This is an optimization exercise on Yosys and OpenROAD, whose aim is small area, a short achievable clock period and few clock cycles, not a production implementation. In this exercise RTL edits were held to simulation tests only and were not proved equivalent to the original. Power figures rest on the tool's default switching activity, not on a simulated workload.

--- run.sh ---
#!/bin/bash
# synth_recipe.tcl (not shown) runs the flow's synth.tcl, then flattens the netlist and writes it again
# the make line also repeats each setting of config.mk as NAME=value (left out here)
make -C /OpenROAD-flow-scripts/flow DESIGN_CONFIG=/design/flow/config.mk WORK_HOME=/design/flow/orfs CLKGATE_MAP_FILE= SYNTH_SCRIPT=/design/flow/synth_recipe.tcl finish
--- config.mk ---
export PLATFORM = sky130hd
export DESIGN_NAME = stack_with_min_max_mean_top
export DESIGN_NICKNAME = stack_with_min_max_mean_top
export VERILOG_FILES = /design/flow/design.v
export SDC_FILE = /design/flow/constraint.sdc
export NUM_CORES = 4
export LEC_CHECK = 0
export CAP_MARGIN = 20
export CORE_MARGIN = 2
export CORE_UTILIZATION = 45
export SLEW_MARGIN = 20
--- constraint.sdc ---
create_clock -name core_clock -period 8.0 [get_ports {clk}]
set_input_delay 1.6000 -clock core_clock [delete_from_list [all_inputs] [get_ports {clk}]]
set_output_delay 1.6000 -clock core_clock [all_outputs]
set_load 0.01 [all_outputs]
--- design.v ---
`timescale 1ns / 1ps
package stkstat_pkg;
	localparam int DEPTH  = 64;
	localparam int PTR_W  = $clog2(DEPTH);
	localparam int FILL_W = 7;
	localparam int KIND_W = 2;
	localparam int STAT_W = 2;
	localparam int VAL_W  = 32;
	localparam int MEAN_W = 40;
	localparam int FRAC_W = 8;
	localparam int SUM_W  = VAL_W + PTR_W + 1;
	localparam int DIVD_W = SUM_W + FRAC_W;
	localparam int DCNT_W = $clog2(DIVD_W + 1);
	localparam logic [KIND_W-1:0] KIND_PUSH  = 2'd0;
	localparam logic [KIND_W-1:0] KIND_POP   = 2'd1;
	localparam logic [KIND_W-1:0] KIND_QUERY = 2'd2;
	localparam logic [STAT_W-1:0] STAT_OK    = 2'd0;
	localparam logic [STAT_W-1:0] STAT_FULL  = 2'd1;
	localparam logic [STAT_W-1:0] STAT_EMPTY = 2'd2;
	localparam logic [FILL_W-1:0] CAP_RESET = FILL_W'(DEPTH);
	typedef struct packed {
		logic busy;
		logic done;
	} div_stat_t;
endpackage
`timescale 1ns / 1ps
module stkstat_div (
	input  logic                             clk,
	input  logic                             arst_n,
	input  logic                             start,
	input  logic [stkstat_pkg::DIVD_W-1:0]   dividend,
	input  logic [stkstat_pkg::FILL_W-1:0]   divisor,
	output stkstat_pkg::div_stat_t           stat,
	output logic [stkstat_pkg::DIVD_W-1:0]   quotient
);
	logic [stkstat_pkg::DIVD_W-1:0] dvd_q;
	logic [stkstat_pkg::FILL_W-1:0] rem_q;
	logic [stkstat_pkg::DCNT_W-1:0] cnt_q;
	logic                           busy_q;
	logic                           done_q;
	logic [stkstat_pkg::FILL_W:0]   rem_sh;
	logic [stkstat_pkg::FILL_W:0]   rem_nx;
	logic                           ge;
	always_comb begin
		rem_sh = {rem_q, dvd_q[stkstat_pkg::DIVD_W-1]};
		ge     = rem_sh >= {1'b0, divisor};
		rem_nx = ge ? (rem_sh - {1'b0, divisor}) : rem_sh;
	end
	always_ff @(posedge clk or negedge arst_n) begin
		if (!arst_n) begin
			busy_q <= 1'b0;
			done_q <= 1'b0;
			cnt_q  <= '0;
		end else begin
			done_q <= 1'b0;
			if (start) begin
				busy_q <= 1'b1;
				cnt_q  <= stkstat_pkg::DCNT_W'(stkstat_pkg::DIVD_W);
			end else if (busy_q) begin
				cnt_q <= cnt_q - 1'b1;
				if (cnt_q == stkstat_pkg::DCNT_W'(1)) begin
					busy_q <= 1'b0;
					done_q <= 1'b1;
				end
			end
		end
	end
	always_ff @(posedge clk) begin
		if (start) begin
			dvd_q <= dividend;
			rem_q <= '0;
		end else if (busy_q) begin
			dvd_q <= {dvd_q[stkstat_pkg::DIVD_W-2:0], ge};
			rem_q <= rem_nx[stkstat_pkg::FILL_W-1:0];
		end
	end
	assign stat.busy = busy_q;
	assign stat.done = done_q;
	assign quotient  = dvd_q;
endmodule
`timescale 1ns / 1ps
module stack_with_min_max_mean_top (
	input  logic                                  clk,
	input  logic                                  arst_n,
	input  logic                                  req_valid,
	output logic                                  req_ready,
	input  logic [stkstat_pkg::KIND_W-1:0]        req_kind,
	input  logic signed [stkstat_pkg::VAL_W-1:0]  req_value,
	output logic                                  rsp_valid,
	input  logic                                  rsp_ready,
	output logic [stkstat_pkg::STAT_W-1:0]        rsp_status,
	output logic signed [stkstat_pkg::VAL_W-1:0]  rsp_popped,
	output logic signed [stkstat_pkg::VAL_W-1:0]  rsp_minimum,
	output logic signed [stkstat_pkg::VAL_W-1:0]  rsp_maximum,
	output logic signed [stkstat_pkg::MEAN_W-1:0] rsp_mean_q8,
	output logic [stkstat_pkg::FILL_W-1:0]        rsp_fill,
	input  logic                                  cfg_valid,
	output logic                                  cfg_ready,
	input  logic [stkstat_pkg::FILL_W-1:0]        cfg_data
);
	localparam logic [2:0] ST_IDLE  = 3'd0;
	localparam logic [2:0] ST_POPRD = 3'd1;
	localparam logic [2:0] ST_WALK  = 3'd2;
	localparam logic [2:0] ST_DGO   = 3'd3;
	localparam logic [2:0] ST_DWAIT = 3'd4;
	localparam logic [2:0] ST_RESP  = 3'd5;
	localparam int VAL_W  = stkstat_pkg::VAL_W;
	localparam int SUM_W  = stkstat_pkg::SUM_W;
	localparam int FILL_W = stkstat_pkg::FILL_W;
	localparam int PTR_W  = stkstat_pkg::PTR_W;
	localparam int MEAN_W = stkstat_pkg::MEAN_W;
	logic [2:0]                     state_q;
	logic [FILL_W-1:0]              cap_q;
	logic [FILL_W-1:0]              fill_q;
	logic [FILL_W-1:0]              rd_cnt_q;
	logic [FILL_W-1:0]              cons_cnt_q;
	logic                           rd_vld_s1;
	logic                           rsp_vld_q;
	logic [VAL_W-1:0]               mem [stkstat_pkg::DEPTH];
	logic [VAL_W-1:0]               rd_data_q;
	logic [stkstat_pkg::STAT_W-1:0] res_status_q;
	logic signed [VAL_W-1:0]        res_popped_q;
	logic signed [VAL_W-1:0]        min_q;
	logic signed [VAL_W-1:0]        max_q;
	logic signed [SUM_W-1:0]        sum_q;
	logic signed [MEAN_W-1:0]       res_mean_q;
	logic [stkstat_pkg::STAT_W-1:0] out_status_q;
	logic signed [VAL_W-1:0]        out_popped_q;
	logic signed [VAL_W-1:0]        out_min_q;
	logic signed [VAL_W-1:0]        out_max_q;
	logic signed [MEAN_W-1:0]       out_mean_q;
	logic [FILL_W-1:0]              out_fill_q;
	logic                           req_acc;
	logic                           full;
	logic                           empty;
	logic                           wr_en;
	logic                           rd_en;
	logic [PTR_W-1:0]               rd_addr;
	logic [FILL_W-1:0]              fill_m1;
	logic [FILL_W-1:0]              cons_nx;
	logic signed [VAL_W-1:0]        elem;
	logic signed [SUM_W-1:0]        elem_ext;
	logic                           last_elem;
	logic                           out_free;
	logic                           sum_neg;
	logic [SUM_W-1:0]               sum_mag;
	logic                           div_start;
	stkstat_pkg::div_stat_t         div_stat;
	logic [stkstat_pkg::DIVD_W-1:0] div_quot;
	logic [MEAN_W-1:0]              quot_lo;
	assign req_ready = (state_q == ST_IDLE);
	assign req_acc   = req_valid && req_ready;
	assign cfg_ready = 1'b1;
	assign full    = (fill_q >= cap_q) || (fill_q >= FILL_W'(stkstat_pkg::DEPTH));
	assign empty   = (fill_q == '0);
	assign fill_m1 = fill_q - 1'b1;
	assign wr_en   = req_acc && (req_kind == stkstat_pkg::KIND_PUSH) && !full;
	always_comb begin
		rd_en   = 1'b0;
		rd_addr = rd_cnt_q[PTR_W-1:0];
		if (req_acc && (req_kind == stkstat_pkg::KIND_POP) && !empty) begin
			rd_en   = 1'b1;
			rd_addr = fill_m1[PTR_W-1:0];
		end else if ((state_q == ST_WALK) && (rd_cnt_q < fill_q)) begin
			rd_en = 1'b1;
		end
	end
	always_ff @(posedge clk) begin
		if (wr_en) begin
			mem[fill_q[PTR_W-1:0]] <= req_value;
		end
		if (rd_en) begin
			rd_data_q <= mem[rd_addr];
		end
	end
	assign elem      = signed'(rd_data_q);
	assign elem_ext  = {{(SUM_W - VAL_W){elem[VAL_W-1]}}, elem};
	assign cons_nx   = cons_cnt_q + 1'b1;
	assign last_elem = rd_vld_s1 && (cons_nx == fill_q);
	assign sum_neg   = sum_q[SUM_W-1];
	assign sum_mag   = sum_neg ? unsigned'(-sum_q) : unsigned'(sum_q);
	assign div_start = (state_q == ST_DGO);
	assign quot_lo   = div_quot[MEAN_W-1:0];
	stkstat_div u_div (
		.clk      (clk),
		.arst_n   (arst_n),
		.start    (div_start),
		.dividend ({sum_mag, {stkstat_pkg::FRAC_W{1'b0}}}),
		.divisor  (fill_q),
		.stat     (div_stat),
		.quotient (div_quot)
	);
	assign out_free = !rsp_vld_q || rsp_ready;
	always_ff @(posedge clk or negedge arst_n) begin
		if (!arst_n) begin
			state_q    <= ST_IDLE;
			cap_q      <= stkstat_pkg::CAP_RESET;
			fill_q     <= '0;
			rd_cnt_q   <= '0;
			cons_cnt_q <= '0;
			rd_vld_s1  <= 1'b0;
			rsp_vld_q  <= 1'b0;
		end else begin
			if (cfg_valid) begin
				cap_q <= cfg_data;
			end
			if (rsp_vld_q && rsp_ready) begin
				rsp_vld_q <= 1'b0;
			end
			rd_vld_s1 <= 1'b0;
			unique case (state_q)
				ST_IDLE: begin
					if (req_acc) begin
						state_q    <= ST_RESP;
						rd_cnt_q   <= '0;
						cons_cnt_q <= '0;
						case (req_kind)
							stkstat_pkg::KIND_PUSH: begin
								if (!full) begin
									fill_q <= fill_q + 1'b1;
								end
							end
							stkstat_pkg::KIND_POP: begin
								if (!empty) begin
									fill_q  <= fill_m1;
									state_q <= ST_POPRD;
								end
							end
							stkstat_pkg::KIND_QUERY: begin
								if (!empty) begin
									state_q <= ST_WALK;
								end
							end
							default: begin
							end
						endcase
					end
				end
				ST_POPRD: begin
					state_q <= ST_RESP;
				end
				ST_WALK: begin
					if (rd_en) begin
						rd_cnt_q <= rd_cnt_q + 1'b1;
					end
					rd_vld_s1 <= rd_en;
					if (rd_vld_s1) begin
						cons_cnt_q <= cons_nx;
					end
					if (last_elem) begin
						state_q <= ST_DGO;
					end
				end
				ST_DGO: begin
					state_q <= ST_DWAIT;
				end
				ST_DWAIT: begin
					if (div_stat.done) begin
						state_q <= ST_RESP;
					end
				end
				ST_RESP: begin
					if (out_free) begin
						rsp_vld_q <= 1'b1;
						state_q   <= ST_IDLE;
					end
				end
				default: begin
					state_q <= ST_IDLE;
				end
			endcase
		end
	end
	always_ff @(posedge clk) begin
		if (req_acc) begin
			res_status_q <= stkstat_pkg::STAT_OK;
			res_popped_q <= '0;
			min_q        <= '0;
			max_q        <= '0;
			sum_q        <= '0;
			res_mean_q   <= '0;
			case (req_kind)
				stkstat_pkg::KIND_PUSH: begin
					if (full) begin
						res_status_q <= stkstat_pkg::STAT_FULL;
					end
				end
				stkstat_pkg::KIND_POP, stkstat_pkg::KIND_QUERY: begin
					if (empty) begin
						res_status_q <= stkstat_pkg::STAT_EMPTY;
					end
				end
				default: begin
				end
			endcase
		end
		if (state_q == ST_POPRD) begin
			res_popped_q <= elem;
		end
		if ((state_q == ST_WALK) && rd_vld_s1) begin
			sum_q <= sum_q + elem_ext;
			if ((cons_cnt_q == '0) || (elem < min_q)) begin
				min_q <= elem;
			end
			if ((cons_cnt_q == '0) || (elem > max_q)) begin
				max_q <= elem;
			end
		end
		if ((state_q == ST_DWAIT) && div_stat.done) begin
			res_mean_q <= sum_neg ? signed'(-quot_lo) : signed'(quot_lo);
		end
		if ((state_q == ST_RESP) && out_free) begin
			out_status_q <= res_status_q;
			out_popped_q <= res_popped_q;
			out_min_q    <= min_q;
			out_max_q    <= max_q;
			out_mean_q   <= res_mean_q;
			out_fill_q   <= fill_q;
		end
	end
	assign rsp_valid   = rsp_vld_q;
	assign rsp_status  = out_status_q;
	assign rsp_popped  = out_popped_q;
	assign rsp_minimum = out_min_q;
	assign rsp_maximum = out_max_q;
	assign rsp_mean_q8 = out_mean_q;
	assign rsp_fill    = out_fill_q;
endmodule
==> impl_metrics.env <==
export IMPL_synth_distinct_cells=79
export IMPL_skew_ns=0.0671
export IMPL_via_count=58300
export IMPL_fin_setup_tns_ns=0
export IMPL_place_hpwl_mm=160
export IMPL_core_area_mm2=0.222
export IMPL_drtIter0Drc=6449
export IMPL_p_leak_nw=42.5
export IMPL_synth_simple_gate_area_share_pct=5.08
export IMPL_die_w_um=476
export IMPL_synth_seq_cells=2497
export IMPL_cp_start_kind="input port"
export IMPL_cts_tree="built"
export IMPL_drc_errors=0
export IMPL_port_buffers=192
export IMPL_antenna_found_initial=27
export IMPL_grt_pass1_wl_mm=397
export IMPL_cts_resized=0
export IMPL_row_count=173
export IMPL_fmax_mhz=166
export IMPL_ys_top_cells_by_area="edfxtp_1 (71%), mux2i_1 (8.9%), nand2_1 (2.2%), a32oi_1 (2.1%), ha_1 (1.7%)"
export IMPL_yosysTopAreaCell="edfxtp_1"
export IMPL_cts_sinks=2497
export IMPL_worst_pin_slew_ns=1.12
export IMPL_synth_seq_area_share_pct=73.7
export IMPL_final_cells=9920
export IMPL_yosysWarnings=2
export IMPL_grt_usage_pct=23.7
export IMPL_r2r_end="rd_data_q[18]$_DFFE_PP_"
export IMPL_cts_setup_buffers=0
export IMPL_clkLatencyLatePin_ns=0.93
export IMPL_timing_rr_start="fill_q[0]$_DFFE_PN0P_"
export IMPL_setup_worst_path_end_class="register"
export IMPL_cts_root_buffer="clkbuf_16"
export IMPL_drive_above_1_share_pct=10.9
export IMPL_multi_input_comb_area_mm2=0.0252
export IMPL_io_pins=194
export IMPL_fillers=18100
export IMPL_finalHoldViolCount=0
export IMPL_die_h_um=476
export IMPL_viasPerCell=5.88
export IMPL_synth_main_ff_cell="edfxtp_1"
export IMPL_cp_arrival_ns=6.59
export IMPL_synth_top_family_by_area="multiplexers"
export IMPL_initial_core_util_pct=45.2
export IMPL_finalMaxSlewViolations=0
export IMPL_drtPass1Iterations=6
export IMPL_status="timing/DRC/antenna clean"
export IMPL_htreeDepth=5
export IMPL_synthMuxAreaShare_pct=9.07
export IMPL_syn_inst=6378
export IMPL_cts_hold_buffers_added=0
export IMPL_grt_max_degree=139
export IMPL_synthTopCellsByCount="edfxtp_1 (2377), mux2i_1 (896), nand2_1 (596), o22ai_1 (252), o21ai_0 (245)"
export IMPL_endpoint="rd_data_q[18]$_DFFE_PP_"
export IMPL_synth_area_mm2=0.100
export IMPL_synth_xor_area_share_pct=1.21
export IMPL_wl_per_cell_um=27.8
export IMPL_irDropWorstVdd_mv=0.225
export IMPL_synth_fa_ha_area_share_pct=1.72
export IMPL_min_period_ns=6.03
export IMPL_gp_congestion=0.822
export IMPL_reg2reg_slack_ns=2.09
export IMPL_layout_nets=6924
export IMPL_design_die_area_mm2=0.227
export IMPL_reg2reg_depth=14
export IMPL_cp_startpoint="req_kind[1]"
export IMPL_ff_latch_area_mm2=0.0740
export IMPL_yosysMostFrequentCell="edfxtp_1"
export IMPL_criticalPathCategory="in -> reg"
export IMPL_synth_area_per_cell_um2=15.7
export IMPL_hp_class="reg -> reg"
export IMPL_synth_nets=6561
export IMPL_dp_cells=9434
export IMPL_synth_top_area_share_pct=71.1
export IMPL_powerDensity_mw_per_mm2=294
export IMPL_overflow=0
export IMPL_synthArstFlopShare_pct=1.64
export IMPL_relSlewSlack_pct=25.4
export IMPL_period_share_pct=75.3
export IMPL_antenna_left=0
export IMPL_worst_path_max_fanout=50
export IMPL_grt_pass1_vias=56200
export IMPL_path_clk_slew_ns=0.06
export IMPL_synth_edf_count=2377
export IMPL_cts_buffers=279
export IMPL_totalWireLength_mm=275
export IMPL_rsz0062_at_grt="false"
export IMPL_synth_compound_area_share_pct=7.20
export IMPL_required_ns=8.56
export IMPL_drv_cap=0
export IMPL_final_setup_viol_count=0
export IMPL_clockBufferDepth=4
export IMPL_syn_to_final_growth_pct=15.5
==> layer usage <==
metal  routed length [µm]  vias to the layer above  track usage [%]
met5                    0                        -                0
met4                 6770                        0             6.17
met3                18500                      426             3.34
met2               131000                     2221             38.5
met1               119000                    30000             33.7
li1                     -                    25700                -
==> cell type report <==
class / count / share of cell area (%)
timing repair buffer: 438 / 3.51
clock buffer: 348 / 6.45
tap: 2975 / 3.21
multi-input combinational: 3381 / 21.7
sequential: 2497 / 63.8
antenna: 9 / 0.0194
inverter: 144 / 0.466
clock inverter: 128 / 0.852
==> flip-flops by register name (all words and copies together) (netlist names), 32 cells and up <==
register / count
out_popped_q: 32
out_min_q: 32
max_q: 32
sum_q: 39
rd_data_q: 32
min_q: 32
res_mean_q: 40
u_div.dvd_q: 47
mem: 2048
out_max_q: 32
res_popped_q: 32
out_mean_q: 40
==> kinds of logic after synthesis <==
family,after synthesis
adders and majority gates,137
and+or+nand+nor,1144
muxes,903
DFF,2497
AOI/OAI and AO/OA,1057
other,1
xor gates and xnor gates,139
buffers and inverters,500
==> worst max-delay path, stage by stage <==
cell	delay, ns
clkdlybuf4s50_1	0.47
inv_1	0.11
ha_1	0.44
inv_1	0.19
a211o_1	0.46
nand2_1	0.21
a21boi_4	0.61
buf_12	0.40
buf_12	0.38
mux2i_1	0.24
o22ai_1	0.10
o21ai_0	0.24
and4_1	0.68
nand3_1	0.26
==> stage by stage <==
stage                     cell area, µm²  power, mW  util [%]  hold slack (ns)  setup slack (ns)
final                             116000       34.1      52.2            0.406              1.97
after global routing              116000       35.3      52.2            0.413              1.81
after CTS                         116000       34.3      52.2            0.409              2.07
after detailed placement          107000       22.3      48.4            0.405              1.15
after global placement            107000       22.2      48.3            0.403              1.18
after floorplan                   100000       19.9         -            0.400              1.91
==> where the power goes <==
part           leakage, nW  switching, mW  internal (mW)
Sequential            22.7          0.316           14.9
Clock                 4.15           5.00           7.08
Combinational         15.7           4.25           2.62
Total                 42.5           9.56           24.6
==> cell usage in the layout (no fill, tap or decap), types with 15 or more instances in the layout <==
master           Yosys  final
edfxtp_1          2377   2377
mux2i_1            896    896
nand2_1            596    594
clkbuf_16            0    290
o22ai_1            252    252
o21ai_0            245    244
a32oi_1            242    240
buf_4                3    220
clkdlybuf4s50_1      0    159
inv_1              142    142
nor2_1             203    139
ha_1               135    135
nand3_1            110    108
xor2_1              90     90
dfxtp_1             79     79
a21oi_1             78     77
a221oi_1            67     67
nor2_4               0     64
clkinv_1             2     61
nor3_1              57     57
clkbuf_1           229     57
xnor2_1             49     49
clkinv_2             0     42
a21o_1              40     40
dfrtp_1             40     40
and4_1              33     33
buf_12               0     32
nand4_1             27     27
o31ai_1             27     24
buf_2               94     24
or3_1               22     22
nand2b_1            20     16
bufinv_16            0     15
==> worst min path at each step <==
stage	start	endpoint	slack, ns	cells after the start
finish	res_mean_q[24]$_SDFFCE_PN0P_	out_mean_q[24]$_DFFE_PP_	0.41	0
global route	res_mean_q[24]$_SDFFCE_PN0P_	out_mean_q[24]$_DFFE_PP_	0.41	0
CTS	res_mean_q[24]$_SDFFCE_PN0P_	out_mean_q[24]$_DFFE_PP_	0.41	0
detailed placement	res_mean_q[20]$_SDFFCE_PN0P_	out_mean_q[20]$_DFFE_PP_	0.40	0
global placement	res_popped_q[19]$_SDFFCE_PN0P_	out_popped_q[19]$_DFFE_PP_	0.40	0
floorplan	res_mean_q[0]$_SDFFCE_PN0P_	out_mean_q[0]$_DFFE_PP_	0.40	0
Testbench counts, summed over its fixed seeds: cycles 379,973.

-- separate check: timing with driven ports --
The flow's constraints put no driver on any port. The routed layout listed below was extracted and timed again, unchanged, in two steps. Step 1 sets driving cells, clkbuf_16 on the clock port and buf_2 on the other inputs (assumed; they add their load-dependent delay and slew). Step 2 moves the port delays by t, midway between the first and last clock arrival at a register: inputs arrive t later, outputs are due t later. That takes back most of the time a late clock gives input paths. Three values: ideal ports, drivers, drivers and shift; two values: the first two.
t, ns: 1.002
slack for setup (ns): 1.973 / 2.052 / 1.049
hold slack, ns: 0.406 / 0.406 / 0.406
worst register clock-pin slew, ns: 0.07 / 0.07
After both steps setup and hold are still met in this run. The setup slack of this run moves by +0.079 ns with the drivers and by -0.924 ns with both steps.
